What follows belongs to an exercise in optimizing a design on an open flow for a short achievable clock period and few clock cycles; a production flow would make more cautious choices.
In this exercise RTL edits were held to simulation tests only and were not proved equivalent to the original.
Power figures rest on the tool's default switching activity, not on a simulated workload.

==> build 50 <==
==> flow/design.v (excerpt) <==
module pipeline_cpu (
    input  logic        clock,
    input  logic        arst_n,
    output logic [31:0] address_imem,
    input  logic [31:0] q_imem,
    output logic [31:0] address_dmem,
    output logic [31:0] data_dmem,
    output logic        wren,
    input  logic [31:0] q_dmem,
    output logic        ctrl_write_enable,
    output logic [4:0]  ctrl_write_reg,
    output logic [4:0]  ctrl_read_reg_a,
    output logic [4:0]  ctrl_read_reg_b,
    output logic [31:0] data_write_reg,
    input  logic [31:0] data_read_reg_a,
    input  logic [31:0] data_read_reg_b
);
==> flow/config.mk <==
export PLATFORM = sky130hd
export DESIGN_NAME = pipeline_cpu
export DESIGN_NICKNAME = pipeline_cpu
export VERILOG_FILES = /design/flow/design.v
export SDC_FILE = /design/flow/constraint.sdc
export NUM_CORES = 4
export LEC_CHECK = 0
export CAP_MARGIN = 20
export CORE_MARGIN = 2
export CORE_UTILIZATION = 50
export SETUP_SLACK_MARGIN = 4.0
export SLEW_MARGIN = 20
export SYNTH_HIERARCHICAL = 1
export TNS_END_PERCENT = 100
==> flow/constraint.sdc <==
create_clock -name core_clock -period 6.5 [get_ports {clock}]
set_input_delay 1.3000 -clock core_clock [delete_from_list [all_inputs] [get_ports {clock}]]
set_output_delay 1.3000 -clock core_clock [all_outputs]
set_load 0.01 [all_outputs]
standard.sh (not shown) runs the stock make flow with config.mk's settings and CLKGATE_MAP_FILE= SYNTH_SCRIPT=/design/flow/synth_recipe.tcl, a recipe that flattens the netlist after the stock synthesis.
==> flow/flow/run.sh <==
#!/bin/bash
# The standard layout, with the resizer free to change a cell's footprint
# (so the port buffers and other cells can take any buffer or gate size).
set -e
bash standard.sh MATCH_CELL_FOOTPRINT=0 finish > std_finish.log 2>&1
==> build 15: changes against build 50 <==
--- a/flow/design.v
+++ b/flow/design.v
@@ -190,14 +190,26 @@
 endmodule
 module rd32 (input logic [4:0] idx, input logic [31:0] v, output logic y);
     assign y = v[idx];
 endmodule
 module rd16 (input logic [3:0] idx, input logic [15:0] v, output logic y);
     assign y = v[idx];
 endmodule
+module pc_sel2 (
+    input  logic        s,
+    input  logic        r1,
+    input  logic        r0,
+    input  logic [31:0] a,
+    input  logic [31:0] b,
+    output logic [31:0] y
+);
+    logic r;
+    assign r = s ? r1 : r0;
+    assign y = r ? a : b;
+endmodule
 module fwd7 (
     input  logic [6:0]  sel,
     input  logic [31:0] r,
     input  logic [31:0] q,
     input  logic [31:0] m_add,
     input  logic [31:0] m_sub,
     input  logic [31:0] m_addi,
@@ -355,21 +367,34 @@
     logic [31:0] other_pc, pc_next;
     always_comb begin
         if (mispredict)        other_pc = m_redirect;
         else if (f_j | f_jal)  other_pc = {5'd0, insn[26:0]};
         else if (f_jr)         other_pc = ras;
         else                   other_pc = pc1;
     end
-    logic        sel_near;
-    logic [31:0] pc_next_o;
-    assign sel_near = f_pred & ~mispredict;
-    pc_sel u_pcn  (.s(sel_near), .a(near_tgt), .b(other_pc), .y(pc_next));
-    pc_sel u_pcno (.s(sel_near), .a(near_tgt), .b(other_pc), .y(pc_next_o));
-    logic [31:0] pc_next_x;
-    pc_sel u_pcnx (.s(sel_near), .a(near_tgt), .b(other_pc), .y(pc_next_x));
+    logic        br_ok, fwd_blt, d1, d0;
+    logic [31:0] pc_if1, pc_if0, pc_next_o, pc_next_x;
+    logic [31:0] tb_back;
+    assign tb_back = ctr_hi & ~{lp_exit, lp_exit};
+    assign br_ok   = f_near & (f_bne | f_blt) & ~mispredict;
+    assign fwd_blt = f_blt & ~insn[16];
+    assign d1      = br_ok & ~fwd_blt;
+    assign d0      = br_ok & fwd_blt;
+    pc_sel u_pt1 (.s(d1), .a(near_tgt), .b(other_pc), .y(pc_if1));
+    pc_sel u_pt0 (.s(d0), .a(near_tgt), .b(other_pc), .y(pc_if0));
+    logic ra_n, rb_n, ra_o, rb_o, ra_x, rb_x;
+    rd32 u_ran (.idx(pcx), .v(ctr_hi),  .y(ra_n));
+    rd32 u_rbn (.idx(pcx), .v(tb_back), .y(rb_n));
+    rd32 u_rao (.idx(pcx), .v(ctr_hi),  .y(ra_o));
+    rd32 u_rbo (.idx(pcx), .v(tb_back), .y(rb_o));
+    rd32 u_rax (.idx(pcx), .v(ctr_hi),  .y(ra_x));
+    rd32 u_rbx (.idx(pcx), .v(tb_back), .y(rb_x));
+    pc_sel2 u_pcn  (.s(insn[16]), .r1(rb_n), .r0(ra_n), .a(pc_if1), .b(pc_if0), .y(pc_next));
+    pc_sel2 u_pcno (.s(insn[16]), .r1(rb_o), .r0(ra_o), .a(pc_if1), .b(pc_if0), .y(pc_next_o));
+    pc_sel2 u_pcnx (.s(insn[16]), .r1(rb_x), .r0(ra_x), .a(pc_if1), .b(pc_if0), .y(pc_next_x));
     logic [4:0] f_ra, f_rb;
     assign f_ra = f_rs;
     assign f_rb = (insn[28] | insn[29]) ? f_rd : f_rt;
     logic [4:0] f_dest;
     logic       f_we;
     assign f_dest = f_jal ? 5'd31 : f_rd;
     assign f_we   = (f_r | f_addi | f_lw | f_jal) & (f_dest != 5'd0);
==> flow/config.mk (replaced) <==
export PLATFORM = sky130hd
export DESIGN_NAME = pipeline_cpu
export DESIGN_NICKNAME = pipeline_cpu
export VERILOG_FILES = /design/flow/design.v
export SDC_FILE = /design/flow/constraint.sdc
export NUM_CORES = 4
export LEC_CHECK = 0
export CAP_MARGIN = 20
export CORE_MARGIN = 2
export CORE_UTILIZATION = 45
export SETUP_SLACK_MARGIN = 4.0
export SLEW_MARGIN = 20
export SYNTH_HIERARCHICAL = 1
export TNS_END_PERCENT = 100
==> build 27: changes against build 50 <==
--- a/flow/design.v
+++ b/flow/design.v
@@ -190,14 +190,26 @@
 endmodule
 module rd32 (input logic [4:0] idx, input logic [31:0] v, output logic y);
     assign y = v[idx];
 endmodule
 module rd16 (input logic [3:0] idx, input logic [15:0] v, output logic y);
     assign y = v[idx];
 endmodule
+module pc_sel2 (
+    input  logic        s,
+    input  logic        r1,
+    input  logic        r0,
+    input  logic [31:0] a,
+    input  logic [31:0] b,
+    output logic [31:0] y
+);
+    logic r;
+    assign r = s ? r1 : r0;
+    assign y = r ? a : b;
+endmodule
 module fwd7 (
     input  logic [6:0]  sel,
     input  logic [31:0] r,
     input  logic [31:0] q,
     input  logic [31:0] m_add,
     input  logic [31:0] m_sub,
     input  logic [31:0] m_addi,
@@ -355,21 +367,34 @@
     logic [31:0] other_pc, pc_next;
     always_comb begin
         if (mispredict)        other_pc = m_redirect;
         else if (f_j | f_jal)  other_pc = {5'd0, insn[26:0]};
         else if (f_jr)         other_pc = ras;
         else                   other_pc = pc1;
     end
-    logic        sel_near;
-    logic [31:0] pc_next_o;
-    assign sel_near = f_pred & ~mispredict;
-    pc_sel u_pcn  (.s(sel_near), .a(near_tgt), .b(other_pc), .y(pc_next));
-    pc_sel u_pcno (.s(sel_near), .a(near_tgt), .b(other_pc), .y(pc_next_o));
-    logic [31:0] pc_next_x;
-    pc_sel u_pcnx (.s(sel_near), .a(near_tgt), .b(other_pc), .y(pc_next_x));
+    logic        br_ok, fwd_blt, d1, d0;
+    logic [31:0] pc_if1, pc_if0, pc_next_o, pc_next_x;
+    logic [31:0] tb_back;
+    assign tb_back = ctr_hi & ~{lp_exit, lp_exit};
+    assign br_ok   = f_near & (f_bne | f_blt) & ~mispredict;
+    assign fwd_blt = f_blt & ~insn[16];
+    assign d1      = br_ok & ~fwd_blt;
+    assign d0      = br_ok & fwd_blt;
+    pc_sel u_pt1 (.s(d1), .a(near_tgt), .b(other_pc), .y(pc_if1));
+    pc_sel u_pt0 (.s(d0), .a(near_tgt), .b(other_pc), .y(pc_if0));
+    logic ra_n, rb_n, ra_o, rb_o, ra_x, rb_x;
+    rd32 u_ran (.idx(pcx), .v(ctr_hi),  .y(ra_n));
+    rd32 u_rbn (.idx(pcx), .v(tb_back), .y(rb_n));
+    rd32 u_rao (.idx(pcx), .v(ctr_hi),  .y(ra_o));
+    rd32 u_rbo (.idx(pcx), .v(tb_back), .y(rb_o));
+    rd32 u_rax (.idx(pcx), .v(ctr_hi),  .y(ra_x));
+    rd32 u_rbx (.idx(pcx), .v(tb_back), .y(rb_x));
+    pc_sel2 u_pcn  (.s(insn[16]), .r1(rb_n), .r0(ra_n), .a(pc_if1), .b(pc_if0), .y(pc_next));
+    pc_sel2 u_pcno (.s(insn[16]), .r1(rb_o), .r0(ra_o), .a(pc_if1), .b(pc_if0), .y(pc_next_o));
+    pc_sel2 u_pcnx (.s(insn[16]), .r1(rb_x), .r0(ra_x), .a(pc_if1), .b(pc_if0), .y(pc_next_x));
     logic [4:0] f_ra, f_rb;
     assign f_ra = f_rs;
     assign f_rb = (insn[28] | insn[29]) ? f_rd : f_rt;
     logic [4:0] f_dest;
     logic       f_we;
     assign f_dest = f_jal ? 5'd31 : f_rd;
     assign f_we   = (f_r | f_addi | f_lw | f_jal) & (f_dest != 5'd0);
==> summary.txt <==
Global routing
  • Met1 Track Usage GR: 0.573
  • Number of global-route vias before repair: ~57,000
  • Antenna violations before repair: 10

Run status
  • Outcome: timing/DRC/antenna clean

Final layout
  • Multi-input logic area: 42,800 µm²
  • Non-clk buf share: 0.116

Floorplanning
  • Die Area: 125,000 µm²

Critical path
  • Max FO, Critical Path: 8
  • CP max stage cell: mux4_2

Drt
  • Overall routed net length: ~300 mm

Power
  • Clk pwr: 5940 µW
(the above is from build 50)
==> summary.txt <==
Run status
  • Outcome: timing/DRC/antenna clean

Floorplanning
  • Die Area: 132,000 µm²

Global routing
  • Number of global-route vias before repair: 62,600
  • Antenna violations before repair: 31

Critical path
  • Max FO, Critical Path: 6
  • CP max stage cell: or3b_4

Drt
  • Overall routed net length: between 300 and 400 mm

Final layout
  • Non-clk buf share: 0.120
(the above is from build 27)
==> summary.txt <==
Run status
  • Outcome: timing/DRC/antenna clean

Final layout
  • Multi-input logic area: 47,200 µm²
  • Non-clk buf share: 0.125

Global routing
  • Number of global-route vias before repair: about 63,000
  • Met1 Track Usage GR: 0.532

Power
  • Clk pwr: 6530 µW

Critical path
  • Max FO, Critical Path: 4
  • CP max stage cell: nand4_1

Floorplanning
  • Die Area: 147,000 µm²

Drt
  • Overall routed net length: between 300 and 400 mm
(the above is from build 15)
Testbench counts of build 50, summed over its fixed seeds: cycles 591,592.
Testbench counts of build 15, summed over its fixed seeds: cycles 591,592.
Testbench counts of build 27, summed over its fixed seeds: cycles 591,592.

[static timing again, ports no longer ideal]
No port has a modelled driver above. Below, the same layouts with a new extraction and two added sets of constraints. Step 1: set_driving_cell puts a clkbuf_16 on clock and a buf_2 on each other input, an assumption about the parent block. Step 2 also shifts input and output timing later by t, the mid clock arrival at the registers, as if the neighbouring blocks saw the same clock. Slacks: ideal / step 1 / step 2; pairs: ideal / step 1.
| run | shift t [ns] | setup slack, ns | worst register clock-pin slew, ns |
|---|---|---|---|
| build 50 | 0.802 | 3.278 / 3.279 / 2.801 | 0.07 / 0.07 |
| build 15 | 0.831 | 3.715 / 3.726 / 2.922 | 0.07 / 0.07 |
| build 27 | 0.827 | 3.721 / 3.711 / 2.911 | 0.07 / 0.07 |
After both steps every run listed still meets setup and hold. For build 27, which loses most, drivers alone change the setup slack by -0.010 ns; drivers and shift together by -0.810 ns.
